Source: an optimization exercise on an open RTL-to-GDS flow (aim: small area, a short achievable clock period and few clock cycles per item). Production flows keep margins and buffers that such runs may drop.
Only simulation tests tie the RTL to the original design; equivalence was not proved.
Power and IR drop assume default switching activity.

## card_marking_write_barrier
module card_marking_write_barrier #(
  parameter int unsigned ADDR_BITS  = 48,
  parameter int unsigned COUNT_BITS = 32
) (
  input  logic                              clk_i,
  input  logic                              rst_ni,
  input  logic                              cfg_we_i,
  input  logic [cmwb_pkg::CFG_IDX_W-1:0]    cfg_index_i,
  input  logic [cmwb_pkg::CFG_DATA_W-1:0]   cfg_data_i,
  input  logic                              in_valid_i,
  output logic                              in_stall_o,
  input  cmwb_pkg::in_word_t                in_data_i,
  output logic                              out_valid_o,
  input  logic                              out_stall_i,
  output cmwb_pkg::out_word_t               out_data_o
);
For scale: roughly 2,100 cells after synthesis, roughly 540 flip-flops, about 400 I/O pins, about 0.027 sq mm of cells after synthesis.
==> flow/config.mk <==
export PLATFORM = sky130hd
export DESIGN_NAME = card_marking_write_barrier
export DESIGN_NICKNAME = card_marking_write_barrier
export VERILOG_FILES = /design/flow/design.v
export SDC_FILE = /design/flow/constraint.sdc
export NUM_CORES = 4
export LEC_CHECK = 0
export CAP_MARGIN = 20
export CORE_MARGIN = 2
export CORE_UTILIZATION = 55
export SETUP_SLACK_MARGIN = 4.38
export SLEW_MARGIN = 20
==> flow/constraint.sdc <==
create_clock -name core_clock -period 7.5 [get_ports {clk_i}]
set_input_delay 1.5000 -clock core_clock [delete_from_list [all_inputs] [get_ports {clk_i}]]
set_output_delay 1.5000 -clock core_clock [all_outputs]
set_load 0.01 [all_outputs]
standard.sh (not shown) runs the stock make flow with config.mk's settings and CLKGATE_MAP_FILE= SYNTH_SCRIPT=/design/flow/synth_recipe.tcl, a recipe that flattens the netlist after the stock synthesis.
==> flow/flow/run.sh <==
#!/bin/bash
# The standard layout, with plain buffers on the ports, without the delay
# cells as buffers, and a clock tree of smaller buffers without dummy loads;
# every tool's output goes to standard.log and ORFS's logs
set -uo pipefail
DU="sky130_fd_sc_hd__probe_p_8 sky130_fd_sc_hd__probec_p_8 sky130_fd_sc_hd__lpflow_*"
DU="$DU sky130_fd_sc_hd__clkdlybuf4s* sky130_fd_sc_hd__dlygate* sky130_fd_sc_hd__dlymetal*"
CTS="-sink_clustering_enable -repair_clock_nets -dont_use_dummy_load"
CTS="$CTS -buf_list {sky130_fd_sc_hd__clkbuf_8 sky130_fd_sc_hd__clkbuf_16} -sink_clustering_size 22 -sink_clustering_max_diameter 100"
bash standard.sh "DONT_USE_CELLS=$DU" \
  "BUFFER_PORTS_ARGS=-buffer_cell sky130_fd_sc_hd__buf_1" \
  "CTS_ARGS=$CTS" finish > standard.log 2>&1
Testbench counts at the start, summed over its fixed seeds: cycles 16,016, items 16,000.
Edit:
--- a/flow/config.mk
+++ b/flow/config.mk
@@ -10,3 +10,3 @@
 export CORE_UTILIZATION = 55
-export SETUP_SLACK_MARGIN = 4.38
-export SLEW_MARGIN = 20
+export SETUP_SLACK_MARGIN = 4.3
+export SLEW_MARGIN = 60
Sequential share of layout area goes down by 0.35 points.
Sequential power hardly moves.
Combinational power is about the same.
Edit:
--- a/flow/config.mk
+++ b/flow/config.mk
@@ -9,4 +9,4 @@
 export CORE_MARGIN = 2
-export CORE_UTILIZATION = 55
+export CORE_UTILIZATION = 65
 export SETUP_SLACK_MARGIN = 4.3
-export SLEW_MARGIN = 60
+export SLEW_MARGIN = 20
What happened:
- The changed run finished with timing, DRC and antenna clean
- combinational power is about the same
- hold slack hardly moves
- die area went down by about a fifth
- sequential cell count stays the same
- global-route usage went up by 3.9 points
- total power went down slightly
- wire length went down by a few percent
- via count went up slightly
- count of clock-buffer cells in the layout does not change
Edit:
--- a/flow/config.mk
+++ b/flow/config.mk
@@ -9,3 +9,3 @@
 export CORE_MARGIN = 2
-export CORE_UTILIZATION = 65
+export CORE_UTILIZATION = 55
 export SETUP_SLACK_MARGIN = 4.3
Cell count rises by 4.2%.
Total power grows by 0.36%.
Global-route usage is lower by 4.0 points.
Setup slack improves by 0.0048 ns.

* * *

card_marking_write_barrier again, from the RTL that the note above started with.
Settings: LEC_CHECK=0, CAP_MARGIN=20, CORE_MARGIN=2, CORE_UTILIZATION=55, SETUP_SLACK_MARGIN=4.3, SLEW_MARGIN=20, TNS_END_PERCENT=5; clock period 7.5 ns.
Scripts as last shown in full above: flow/flow/run.sh
Testbench counts at the start, summed over its fixed seeds: cycles 16,016, items 16,000.
Then changed:
- SETUP_SLACK_MARGIN: 4.3 -> 4.45
- TNS_END_PERCENT: 5 -> not set
- area after synthesis stays the same
- total power grows by 0.36%
- global-route usage stays flat
- count of clock-buffer cells in the layout is unchanged
- worst setup slack is better by 0.047 ns
- non-clock buffer count is higher by 10
- via count is higher by 0.55%
- clock skew drops by 0.0031 ns

-- re-timing with driven ports --
No port has a modelled driver above. Below, the same layouts with a new extraction and two added sets of constraints. Step 1 assumes that a clkbuf_16 drives the clock port and a buf_2 every other input. Step 2 moves the port delays by t, midway between the first and last clock arrival at a register: inputs arrive t later, outputs are due t later. That takes back most of the time a late clock gives input paths. Slacks: no drivers / after step 1 / after step 2; pairs: no drivers / after step 1.
| run | t (ns) | setup slack, ns | pins driven straight from the clock port |
|---|---|---|---|
| the first run of note 1 | 0.651 | 4.272 / 4.226 / 3.743 | 1 |
| the second run of note 1 | 0.657 | 4.231 / 4.234 / 3.616 | 1 |
| the third run of note 1 | 0.636 | 4.267 / 4.225 / 3.656 | 1 |
| the fourth run of note 1 | 0.653 | 4.271 / 4.218 / 3.672 | 1 |
| the first run of note 2 | 0.648 | 4.229 / 4.199 / 3.607 | 1 |
| the second run of note 2 | 0.648 | 4.276 / 4.231 / 3.692 | 1 |
After both steps every run listed still meets setup and hold. For the first run of note 2, which loses most, drivers alone change the setup slack by -0.030 ns; drivers and shift together by -0.622 ns.
